Background: an optimization exercise with open tools, aiming at a short achievable clock period and few clock cycles. Do not read the settings as production practice. Function was checked by simulation only, so behaviour that the tests miss may differ from the original.

== violet ==
// rv_core
module rv_core
#(
	parameter int              addr_bits = 30,
	parameter logic [31:0]     reset_pc  = '0
) (
	input  logic                 clock,
	input  logic                 rst,
	output logic [31:0]          pc_out,
	output logic                 inst_strobe,
	input  logic [31:0]          inst_in,
	input  logic                 inst_ack,
	output logic [addr_bits-1:0] addr,
	output logic [31:0]          data_out,
	output logic [3:0]           select,
	output logic                 write,
	output logic                 data_strobe,
	input  logic                 data_ack
);
	logic [31:0] pc;
	logic        d_valid;
	logic [31:0] d_inst;
	logic [31:0] d_pc;
	logic        d_fix;       
	logic        fix_pending;  
	logic [31:0] fix_target;
	logic        x_valid;
	logic [31:0] x_a, x_b, x_imm;
	logic [4:0]  x_shl, x_shr;   
	logic [31:0] x_ca, x_cb;     
  ...
For scale: roughly 7500 cells after synthesis, roughly 1700 flip-flops, about 140 I/O pins.
==> flow/config.mk <==
export PLATFORM = sky130hd
export DESIGN_NAME = rv_core
export DESIGN_NICKNAME = rv_core
export VERILOG_FILES = /design/flow/design.v
export SDC_FILE = /design/flow/constraint.sdc
export NUM_CORES = 4
export LEC_CHECK = 0
export CAP_MARGIN = 20
export CORE_MARGIN = 2
export CORE_UTILIZATION = 40
export SLEW_MARGIN = 20
export SYNTH_HIERARCHICAL = 1
==> flow/constraint.sdc <==
create_clock -name core_clock -period 9.0 [get_ports {clock}]
set_input_delay 1.8000 -clock core_clock [delete_from_list [all_inputs] [get_ports {clock}]]
set_output_delay 1.8000 -clock core_clock [all_outputs]
set_load 0.01 [all_outputs]
standard.sh (not shown) runs the stock make flow with config.mk's settings and CLKGATE_MAP_FILE= SYNTH_SCRIPT=/design/flow/synth_recipe.tcl, a recipe that flattens the netlist after the stock synthesis.
==> flow/flow/run.sh <==
#!/bin/bash
set -euo pipefail
bash standard.sh SETUP_SLACK_MARGIN=6 finish > standard.log 2>&1
Testbench counts of violet, summed over its fixed seeds: cycles 40,451.
Modified inputs, harbor compared to violet
--- a/flow/design.v
+++ b/flow/design.v
@@ -80,18 +80,18 @@
 	logic [31:0] d_inst;
 	logic [31:0] d_pc;
 	logic        d_fix;       
 	logic        fix_pending;  
 	logic [31:0] fix_target;
 	logic        x_valid;
 	logic [31:0] x_a, x_b, x_imm;
-	logic [4:0]  x_shl, x_shr;   
+	logic [4:0]  x_sh;           
 	logic [31:0] x_ca, x_cb;     
-	logic        x_sel_add, x_sel_sub, x_sel_cmp, x_sel_logic, x_sel_sll, x_sel_sr;
-	logic        x_unsigned, x_xor, x_or, x_arith;
+	logic        x_sel_add, x_sel_sub, x_sel_slt, x_sel_sltu, x_sel_xor, x_sel_or, x_sel_and;
+	logic        x_sel_sll, x_sel_sr, x_arith;
 	logic        x_writes;
 	logic [4:0]  x_rd;
 	logic        x_m_eq, x_m_ne, x_m_lt, x_m_ge, x_m_ltu, x_m_geu;
 	logic [31:0] x_alt_pc;
 	logic        x_store;
 	logic        w_valid;
 	logic [4:0]  w_rd;
@@ -136,29 +136,28 @@
 	assign d_val_2 = (w_valid && w_rd == d_rs2) ? w_value : rf_2;
 	assign d_fwd_1 = x_valid && x_writes && x_rd == d_rs1 && !d_lui && !d_jal;
 	assign d_fwd_2 = x_valid && x_writes && x_rd == d_rs2 && (d_alur || d_bop || d_st);
 	logic [31:0] sum, diff, shl, shr, result, st_addr;
 	logic        eq, lt, ltu, mispredict, d_hold, push;
 	assign sum  = x_a + x_b;
 	assign diff = x_a - x_b;
-	assign shl  = x_a << x_shl;
-	assign shr  = 32'($signed({x_arith && x_a[31], x_a}) >>> x_shr);
+	assign shl  = x_a << x_sh;
+	assign shr  = 32'($signed({x_arith && x_a[31], x_a}) >>> x_sh);
 	assign eq  = x_ca == x_cb;
 	assign lt  = $signed(x_ca) < $signed(x_cb);
 	assign ltu = x_ca < x_cb;
-	logic [31:0] logic_out;
-	logic        less;
-	assign logic_out = x_xor ? x_a ^ x_b : (x_or ? x_a | x_b : x_a & x_b);
-	assign less = x_unsigned ? x_a < x_b : $signed(x_a) < $signed(x_b);
-	assign result = ({32{x_sel_add}}   & sum)
-		| ({32{x_sel_sub}}   & diff)
-		| ({32{x_sel_cmp}}   & {31'd0, less})
-		| ({32{x_sel_logic}} & logic_out)
-		| ({32{x_sel_sll}}   & shl)
-		| ({32{x_sel_sr}}    & shr);
+	assign result = ({32{x_sel_add}}  & sum)
+		| ({32{x_sel_sub}}  & diff)
+		| ({32{x_sel_slt}}  & {31'd0, $signed(x_a) < $signed(x_b)})
+		| ({32{x_sel_sltu}} & {31'd0, x_a < x_b})
+		| ({32{x_sel_xor}}  & (x_a ^ x_b))
+		| ({32{x_sel_or}}   & (x_a | x_b))
+		| ({32{x_sel_and}}  & (x_a & x_b))
+		| ({32{x_sel_sll}}  & shl)
+		| ({32{x_sel_sr}}   & shr);
 	assign mispredict = x_valid && ((x_m_eq && eq) || (x_m_ne && !eq) || (x_m_lt && lt)
 		|| (x_m_ge && !lt) || (x_m_ltu && ltu) || (x_m_geu && !ltu));
 	assign st_addr = x_ca + x_imm;
 	logic redirect_d;
 	logic [31:0] pc_next;
 	logic        f_fix;
 	assign redirect_d = d_valid && d_fix;
@@ -229,34 +228,26 @@
 				x_ca <= result;
 			else
 				x_ca <= d_val_1;
 			if (d_fwd_2 && (d_bop || d_st))
 				x_cb <= result;
 			else
 				x_cb <= d_val_2;
-			if (!(d_alu && d_f3 == 3'b001))
-				x_shl <= 5'd0;
-			else if (d_fwd_2 && d_alur)
-				x_shl <= result[4:0];
+			if (d_fwd_2 && d_alur)
+				x_sh <= result[4:0];
 			else
-				x_shl <= d_alui ? d_inst[24:20] : d_val_2[4:0];
-			if (!(d_alu && d_f3 == 3'b101))
-				x_shr <= 5'd0;
-			else if (d_fwd_2 && d_alur)
-				x_shr <= result[4:0];
-			else
-				x_shr <= d_alui ? d_inst[24:20] : d_val_2[4:0];
+				x_sh <= d_alui ? d_inst[24:20] : d_val_2[4:0];
 			x_imm <= imm_s;
 			x_sel_add  <= d_lui || d_jal || (d_alu && d_f3 == 3'b000 && !(d_alur && d_inst[30]));
 			x_sel_sub  <= d_alur && d_f3 == 3'b000 && d_inst[30];
-			x_sel_cmp   <= d_alu && d_f3[2:1] == 2'b01;
-			x_sel_logic <= d_alu && (d_f3 == 3'b100 || d_f3[2:1] == 2'b11);
-			x_unsigned  <= d_f3[0];
-			x_xor       <= d_f3 == 3'b100;
-			x_or        <= d_f3 == 3'b110;
+			x_sel_slt  <= d_alu && d_f3 == 3'b010;
+			x_sel_sltu <= d_alu && d_f3 == 3'b011;
+			x_sel_xor  <= d_alu && d_f3 == 3'b100;
+			x_sel_or   <= d_alu && d_f3 == 3'b110;
+			x_sel_and  <= d_alu && d_f3 == 3'b111;
 			x_sel_sll  <= d_alu && d_f3 == 3'b001;
 			x_sel_sr   <= d_alu && d_f3 == 3'b101;
 			x_arith    <= d_inst[30];
 			x_writes <= d_writes;
 			x_rd <= d_rd;
 			x_m_eq  <= d_br && d_f3 == (d_pred ? 3'b001 : 3'b000);
 			x_m_ne  <= d_br && d_f3 == (d_pred ? 3'b000 : 3'b001);
--- outcome ---
Between violet and harbor, final cell area excluding filler cells decreased.
Count of multi-input combinational gates: harbor < violet
harbor vs violet on instance count along the most critical hold path: harbor is the lower one.
NOTE via count of the first global-routing pass violet->harbor decreased by a few percent
harbor has more setup slack than violet.
From violet to harbor the numbers moved as follows: die area went down by 0.45%; number of clock buffers in the layout went up by 10; adder and majority gate portion of the synthesized area was more or less identical.
Testbench counts of harbor, summed over its fixed seeds: cycles 40,451.

[afterwards: timing with drivers on the ports]
Ports are ideal in the flow. The routed layouts listed here were re-timed in OpenROAD.
Step 1: set_driving_cell puts a clkbuf_16 on clock and a buf_2 on each other input, an assumption about the parent block.
Step 2 moves the port delays by t, midway between the first and last clock arrival at a register: inputs arrive t later, outputs are due t later. That takes back most of the time a late clock gives input paths.
Three values: ideal ports, drivers, drivers and shift; two values: the first two.
run	t, ns	setup WS [ns]	hold slack, ns	worst setup path after step 2	pins driven straight from the clock port
violet	0.972	5.584 / 5.514 / 4.680	0.438 / 0.438 / 0.438	input to register	1
harbor	0.951	5.687 / 5.687 / 4.941	0.434 / 0.434 / 0.434	input to register	1
After both steps every run listed still meets setup and hold. For violet, which loses most, drivers alone change the setup slack by -0.070 ns; drivers and shift together by -0.904 ns.
